Background: an optimization exercise with open tools, aiming at small area. Do not read the settings as production practice.
In this exercise RTL edits were held to simulation tests only and were not proved equivalent to the original.
Power figures rest on the tool's default switching activity, not on a simulated workload.

==> job 812: inputs <==
==> flow/design.v <==
module core_btb (
  input  logic        clk,
  input  logic        rst,
  input  logic [31:0] pc_in,
  input  logic        pc_go,
  input  logic        update_v,
  input  logic [31:0] update_pc,
  input  logic [31:0] update_target,
  input  logic [1:0]  update_type,
  input  logic        update_taken,
  input  logic        update_kill,
  output logic        btb_v,
  output logic [1:0]  btb_type,
  output logic [31:0] btb_target,
  output logic [31:0] ras_target
);
  localparam logic [1:0] BR  = 2'b00;
  localparam logic [1:0] JAL = 2'b10;
  localparam logic [1:0] JR  = 2'b11;
  logic [15:0] r_valid;
  logic [25:0] r_tag    [16];
  logic [1:0]  r_type   [16];
  logic [1:0]  r_ctr    [16];
  logic [31:0] r_target [16];
  logic [31:0] r_stack  [4];
  logic [1:0]  r_top;
  logic [2:0]  r_cnt;
  logic        w_unused;
  assign w_unused = &{1'b0, pc_in[1:0], update_pc[1:0]};
  logic [15:0] w_sel, w_usel;
  always_comb begin
    for (int i = 0; i < 16; i++) begin
      w_sel[i]  = (pc_in[5:2] == 4'(i));
      w_usel[i] = (update_pc[5:2] == 4'(i));
    end
  end
  logic [25:0] w_tag;
  logic [1:0]  w_type;
  logic        w_ctr1;
  logic [31:0] w_target;
  logic        w_valid;
  always_comb begin
    w_tag = '0; w_type = '0; w_ctr1 = 1'b0; w_target = '0; w_valid = 1'b0;
    for (int i = 0; i < 16; i++) begin
      w_tag    = w_tag    | ({26{w_sel[i]}} & r_tag[i]);
      w_type   = w_type   | ({2{w_sel[i]}}  & r_type[i]);
      w_ctr1   = w_ctr1   | (w_sel[i] & r_ctr[i][1]);
      w_target = w_target | ({32{w_sel[i]}} & r_target[i]);
      w_valid  = w_valid  | (w_sel[i] & r_valid[i]);
    end
  end
  logic [25:0] w_utag;
  logic [1:0]  w_uctr;
  logic        w_uvalid;
  always_comb begin
    w_utag = '0; w_uctr = '0; w_uvalid = 1'b0;
    for (int i = 0; i < 16; i++) begin
      w_utag   = w_utag   | ({26{w_usel[i]}} & r_tag[i]);
      w_uctr   = w_uctr   | ({2{w_usel[i]}}  & r_ctr[i]);
      w_uvalid = w_uvalid | (w_usel[i] & r_valid[i]);
    end
  end
  logic w_hit, w_nonempty, w_push, w_pop;
  assign w_hit      = w_valid && (w_tag == pc_in[31:6]);
  assign w_nonempty = (r_cnt != 3'd0);
  assign w_push     = pc_go && w_hit && (w_type == JAL);
  assign w_pop      = pc_go && w_hit && (w_type == JR) && w_nonempty;
  assign btb_type   = w_hit ? w_type : 2'b00;
  assign btb_target = w_hit ? w_target : 32'h0;
  assign btb_v      = w_hit && (w_type[0] ? (w_type[1] ? w_nonempty : 1'b1)
                                          : (w_type[1] ? 1'b1 : w_ctr1));
  always_comb begin
    ras_target = '0;
    for (int k = 0; k < 4; k++)
      ras_target = ras_target | ({32{w_nonempty && (r_top == 2'(k))}} & r_stack[k]);
  end
  logic w_umatch, w_br, w_upd, w_alloc_ok, w_data_we, w_ctr_we;
  logic [1:0] w_ctr_new;
  assign w_umatch   = w_uvalid && (w_utag == update_pc[31:6]);
  assign w_br       = (update_type == BR);
  assign w_upd      = !update_kill && update_v;
  assign w_alloc_ok = w_upd && (!w_br || update_taken);
  assign w_data_we  = w_alloc_ok || (w_upd && w_umatch);
  assign w_ctr_we   = w_upd && w_br && (w_umatch || update_taken);
  always_comb begin
    if (!w_umatch)                            w_ctr_new = 2'b10;
    else if (update_taken && w_uctr != 2'b11)  w_ctr_new = w_uctr + 2'b01;
    else if (!update_taken && w_uctr != 2'b00) w_ctr_new = w_uctr - 2'b01;
    else                                       w_ctr_new = w_uctr;
  end
  always_ff @(posedge clk) begin
    for (int i = 0; i < 16; i++) begin
      if (w_alloc_ok && w_usel[i]) r_tag[i] <= update_pc[31:6];
      if (w_data_we && w_usel[i]) begin
        r_type[i]   <= update_type;
        r_target[i] <= update_target;
      end
      if (rst) begin
        r_valid[i] <= 1'b0;
        r_ctr[i]   <= 2'b00;
      end else begin
        if ((update_kill || w_alloc_ok) && w_usel[i]) r_valid[i] <= !update_kill;
        if (w_ctr_we && w_usel[i])                    r_ctr[i]   <= w_ctr_new;
      end
    end
  end
  logic [1:0] w_top_inc;
  logic       w_full;
  assign w_top_inc = r_top + 2'd1;
  assign w_full    = r_cnt[2];
  always_ff @(posedge clk) begin
    for (int k = 0; k < 4; k++)
      if (w_top_inc == 2'(k) && (w_push || !w_full)) r_stack[k] <= pc_in + 32'd4;
    if (rst) begin
      r_top <= 2'd0;
      r_cnt <= 3'd0;
    end else if (w_push) begin
      r_top <= w_top_inc;
      if (!w_full) r_cnt <= r_cnt + 3'd1;
    end else if (w_pop) begin
      r_top <= r_top - 2'd1;
      r_cnt <= r_cnt - 3'd1;
    end
  end
endmodule
==> flow/flow/run.sh <==
#!/bin/bash
# Own layout flow: the standard ORFS flow (standard.sh) with three changes:
#  - Yosys's ABC mapping script is replaced by a delay-oriented mapping without ORFS's extra
#    restructuring rounds and buffering (flow/abc.script); registers map exactly as in the
#    standard synthesis, which only runs ABC on the combinational logic;
#  - every input and output port still gets a buffer, but a plain buf_2 instead of the clock
#    delay cell buffer_ports picks by default;
#  - clock tree synthesis runs with ORFS's arguments plus -dont_use_dummy_load.
# All make/ORFS output goes to orfs_make.log here and ORFS's own logs under orfs/logs.
set -euo pipefail
here=$(pwd)
rm -rf "$here/scripts_local"
cp -r "$FLOW_HOME/scripts" "$here/scripts_local"
cp "$here/flow/abc.script" "$here/scripts_local/abc_speed.script"
export SCRIPTS_DIR="$here/scripts_local"
export BUFFER_PORTS_ARGS="-buffer_cell sky130_fd_sc_hd__buf_2"
export CTS_ARGS="-sink_clustering_enable -repair_clock_nets -dont_use_dummy_load -buf_list sky130_fd_sc_hd__clkbuf_8 -sink_clustering_size 16 -sink_clustering_max_diameter 60"
bash standard.sh > "$here/orfs_make.log" 2>&1
==> flow/flow/abc.script <==
&get -n
&st
&dch
&nf
&put
topo
==> flow/standard.sh <==
#!/bin/bash
# synth_recipe.tcl (not shown) runs the flow's synth.tcl, then flattens the netlist and writes it again
# the make line also repeats each setting of config.mk as NAME=value (left out here)
make -C /OpenROAD-flow-scripts/flow DESIGN_CONFIG=/design/flow/config.mk WORK_HOME=/design/flow/orfs CLKGATE_MAP_FILE= SYNTH_SCRIPT=/design/flow/synth_recipe.tcl "${@:-finish}"
==> flow/config.mk <==
export PLATFORM = sky130hd
export DESIGN_NAME = core_btb
export DESIGN_NICKNAME = core_btb
export VERILOG_FILES = /design/flow/design.v
export SDC_FILE = /design/flow/constraint.sdc
export NUM_CORES = 4
export LEC_CHECK = 0
export CAP_MARGIN = 20
export CORE_MARGIN = 2
export CORE_UTILIZATION = 40
export SLEW_MARGIN = 20
==> flow/constraint.sdc <==
create_clock -name core_clock -period 6.5 [get_ports {clk}]
set_input_delay 1.3000 -clock core_clock [delete_from_list [all_inputs] [get_ports {clk}]]
set_output_delay 1.3000 -clock core_clock [all_outputs]
set_load 0.01 [all_outputs]
==> job 7541 (differences from job 812) <==
==> flow/flow/run.sh (replaced) <==
#!/bin/bash
# Own layout flow: the standard ORFS flow, with only Yosys's ABC mapping script replaced by an
# area-oriented one (flow/abc.script). Registers are mapped exactly as in the standard synthesis.
set -euo pipefail
here=$(pwd)
rm -rf "$here/scripts_local"
cp -r "$FLOW_HOME/scripts" "$here/scripts_local"
cp "$here/flow/abc.script" "$here/scripts_local/abc_speed.script"
export SCRIPTS_DIR="$here/scripts_local"
bash standard.sh > "$here/orfs_make.log" 2>&1
==> job 5686 (differences from job 812) <==
--- a/flow/config.mk
+++ b/flow/config.mk
@@ -10,2 +10,3 @@
 export CORE_UTILIZATION = 40
+export GPL_TIMING_DRIVEN = 0
 export SLEW_MARGIN = 20
==> impl_metrics.py <==
metrics = {
    "timing": {
        "setup_violations": 0,
        "fin_crit_ns": 6.31,
        "clock_skew_ns": 0.139,
        "setup-tns-final_ns": 0,
    },
    "drt": {
        "drt_iter0_markers": 4725,
        "routedWlPerCell_um": 30.1,
        "dr.pass1.iters": 9,
    },
    "power_and_ir_drop": {
        "pg_clk_uw": 3500,
        "p_int_uw": 9660,
        "p_leak_uw": 0.0160,
    },
    "global_routing": {
        "grt_max_degree": 45,
        "grt_util_met1_pct": 33.5,
    },
    "setup_path": {
        "rrSetupSlack_ns": 2.03,
        "critical_path.slowest_cell": "a222oi_1",
        "endpoint": "btb_target[7]",
    },
    "layout": {
        "area_share_clock_buf_inv_pct": 2.50,
    },
    "status": {
        "outcome": "complete, no violations",
    },
}
(the above is from job 812)
==> impl_metrics.py <==
metrics = {
    "global_routing": {
        "grt_util_met1_pct": 36.1,
        "grt_max_degree": 36,
    },
    "status": {
        "check.faults": "negative setup slack",
        "outcome": "complete, but fails checks",
    },
    "power_and_ir_drop": {
        "p_leak_uw": 0.0162,
        "pg_clk_uw": 3470,
        "p_int_uw": 9650,
    },
    "layout": {
        "nonClkBufAreaFrac_pct": 6.97,
        "area_share_clock_buf_inv_pct": 2.40,
    },
    "timing": {
        "fin_crit_ns": 6.51,
        "setup-tns-final_ns": -0.00792,
        "clock_skew_ns": 0.102,
        "fin_ws_ns": -0.00792,
        "setup_violations": 1,
    },
    "drt": {
        "drt_iter0_markers": 5895,
        "dr.pass1.iters": 9,
        "routedWlPerCell_um": 31.6,
    },
    "setup_path": {
        "path_cells": "buf_2, inv_2, ha_4, nor3b_4, buf_8, a2111oi_0, and4_1, nand4_1, and4b_1, nand4_1, xor2_1, nor4_2, nand4_1, buf_6, buf_6, buf_8, buf_8, nor2_1, buf_2",
        "endpoint_kind": "output pin",
        "critical_path.slowest_cell": "nor4_2",
    },
    "place": {
        "dp_slack_ns": -1.29,
    },
}
(the above is from job 5686)
==> impl_metrics.py <==
metrics = {
    "layout": {
        "area_share_clock_buf_inv_pct": 7.16,
    },
    "setup_path": {
        "endpoint": "btb_target[7]",
    },
    "global_routing": {
        "grt_util_met1_pct": 35.4,
        "grt_max_degree": 36,
    },
    "drt": {
        "drt_iter0_markers": 5116,
        "routedWlPerCell_um": 30.4,
    },
    "status": {
        "outcome": "complete, no violations",
    },
    "power_and_ir_drop": {
        "pg_clk_uw": 6980,
        "p_leak_uw": 0.0179,
        "p_int_uw": 12600,
    },
}
(the above is from job 7541)

========
==> run E <==
RTL: the design.v shown in full above, as it stands there.
Settings: LEC_CHECK=0, CAP_MARGIN=20, CORE_MARGIN=2, CORE_UTILIZATION=40, SLEW_MARGIN=20; clock period 6.5 ns.
standard.sh (not shown) runs the stock make flow with config.mk's settings and CLKGATE_MAP_FILE= SYNTH_SCRIPT=/design/flow/synth_recipe.tcl, a recipe that flattens the netlist after the stock synthesis.
==> flow/flow/run.sh <==
#!/bin/bash
# Own layout flow: the standard ORFS flow (standard.sh) with these changes:
#  - Yosys's ABC mapping script is replaced by a delay-oriented mapping without ORFS's extra
#    restructuring rounds and buffering (flow/abc.script); registers map exactly as in the
#    standard synthesis, which only runs ABC on the combinational logic;
#  - every input and output port still gets a buffer, but a plain buf_2 instead of the clock
#    delay cell buffer_ports picks by default;
#  - clock tree synthesis uses clkbuf_8 buffers, sink clusters of up to 16 flip-flops within
#    60 um, and no dummy loads.
# All make/ORFS output goes to orfs_make.log here and ORFS's own logs under orfs/logs.
# Own layout flow: the standard ORFS flow (standard.sh) with three changes:
#  - Yosys's ABC mapping script is replaced by a delay-oriented mapping without ORFS's extra
#    restructuring rounds and buffering (flow/abc.script); registers map exactly as in the
#    standard synthesis, which only runs ABC on the combinational logic;
#  - every input and output port still gets a buffer, but a plain buf_2 instead of the clock
#    delay cell buffer_ports picks by default;
#  - clock tree synthesis runs with ORFS's arguments plus -dont_use_dummy_load.
# All make/ORFS output goes to orfs_make.log here and ORFS's own logs under orfs/logs.
set -euo pipefail
here=$(pwd)
rm -rf "$here/scripts_local"
cp -r "$FLOW_HOME/scripts" "$here/scripts_local"
cp "$here/flow/abc.script" "$here/scripts_local/abc_speed.script"
export SCRIPTS_DIR="$here/scripts_local"
export BUFFER_PORTS_ARGS="-buffer_cell sky130_fd_sc_hd__buf_2"
export CTS_ARGS="-sink_clustering_enable -repair_clock_nets -dont_use_dummy_load -buf_list sky130_fd_sc_hd__clkbuf_8 -sink_clustering_size 16 -sink_clustering_max_diameter 60"
bash standard.sh > "$here/orfs_make.log" 2>&1
==> flow/flow/abc.script <==
&get -n
&st
&dch
&nf
&put
topo
==> run Y: changes against run E <==
--- a/flow/flow/run.sh
+++ b/flow/flow/run.sh
@@ -25,3 +25,3 @@
 export BUFFER_PORTS_ARGS="-buffer_cell sky130_fd_sc_hd__buf_2"
-export CTS_ARGS="-sink_clustering_enable -repair_clock_nets -dont_use_dummy_load -buf_list sky130_fd_sc_hd__clkbuf_8 -sink_clustering_size 16 -sink_clustering_max_diameter 60"
+export CTS_ARGS="-sink_clustering_enable -repair_clock_nets -dont_use_dummy_load -buf_list sky130_fd_sc_hd__clkbuf_8 -sink_clustering_size 20 -sink_clustering_max_diameter 50"
 bash standard.sh > "$here/orfs_make.log" 2>&1
==> run F: changes against run E <==
==> flow/run.sh (new file) <==
#!/bin/bash
# synth_recipe.tcl (not shown) runs the flow's synth.tcl, then flattens the netlist and writes it again
# the make line also repeats each setting of config.mk as NAME=value (left out here)
make -C /OpenROAD-flow-scripts/flow DESIGN_CONFIG=/design/flow/config.mk WORK_HOME=/design/flow/orfs CLKGATE_MAP_FILE= SYNTH_SCRIPT=/design/flow/synth_recipe.tcl finish
removed: flow/flow/run.sh
removed: flow/flow/abc.script
removed: flow/standard.sh
==> qor summary <==
|  | run E | run Y | run F |
|---|---|---|---|
| Status | timing/DRC/antenna clean | timing/DRC/antenna clean | timing/DRC/antenna clean |
| Number of rows in the core area | 122 | 122 | 128 |
| Buffers, non-clock | 366 | 366 | 563 |
| Part of the total power dissipated in the clock network | 28.0% | 29.1% | 43.4% |
| Power dissipated by switching net loads | 2821 uW | 2825 uW | 3819 uW |
| Peak ir drop on the vdd network | 0.2672 mV | 0.2025 mV | 0.2972 mV |
| Met2 WL | 67.00 mm | 66.56 mm | 77.98 mm |
| Least setup slack across all paths after layout | 194.8 ps | 188.6 ps | 199.7 ps |
| Max stage delay cell, worst path | sky130_fd_sc_hd__a222oi_1 | sky130_fd_sc_hd__a222oi_1 | sky130_fd_sc_hd__o22ai_1 |
| Final worst path period need | 6305 ps | 6311 ps | 6300 ps |
| Met1 demand-to-capacity share in global routing | 33.52% | 33.49% | 38.21% |
| Mux share of post-synthesis cell area | 0% | 0% | 3.510% |
| Met3 routing resource usage after global routing | 4.981% | 4.919% | 6.454% |
| Area used by multi-input combinational logic | 11350 um2 | 11350 um2 | 14480 um2 |
| Die height | 338.3 um | 338.3 um | 354.1 um |
| Final cycle utilization of the critical path | 97.00% | 97.10% | 96.93% |
| Met3 Routed Length | 14.35 mm | 14.34 mm | 20.70 mm |
| Number of multi-input logic gates | 1668 | 1668 | 1961 |
| Final design area excluding fillers | 51240 um2 | 51430 um2 | 59950 um2 |
| Via-to-Cell Ratio | 6.354 | 6.371 | 6.448 |
| Mean area per synthesized cell | 15.75 um2 | 15.75 um2 | 14.42 um2 |

==> re-timing with driven ports <==
Ports are ideal in the flow. The routed layouts listed here were re-timed in OpenROAD. Step 1 sets driving cells, clkbuf_16 on the clock port and buf_2 on the other inputs (assumed; they add their load-dependent delay and slew). Step 2, shift: input delay + t, output delay - t, t = (earliest + latest rising clock arrival at the registers) / 2. This alone moves slack from input paths to output paths. a / b / c = no drivers / after step 1 / after step 2; a / b = the first two.
run	t (ns)	setup slack, ns	worst setup path at the end
job 812	0.819	0.195 / 0.168 / 0.168	input to output
job 7541	0.785	0.083 / 0.050 / -0.134	input to register
job 5686	0.790	-0.008 / -0.046 / -0.837	input to register
run E	0.819	0.195 / 0.168 / 0.168	input to output
run Y	0.819	0.189 / 0.162 / 0.129	input to register
run F	0.799	0.200 / 0.175 / 0.175	input to output
With both steps, setup timing fails in job 7541, where it was met with ideal ports. The setup slack of job 5686, which loses most, moves by -0.038 ns with the drivers and by -0.829 ns with both steps.
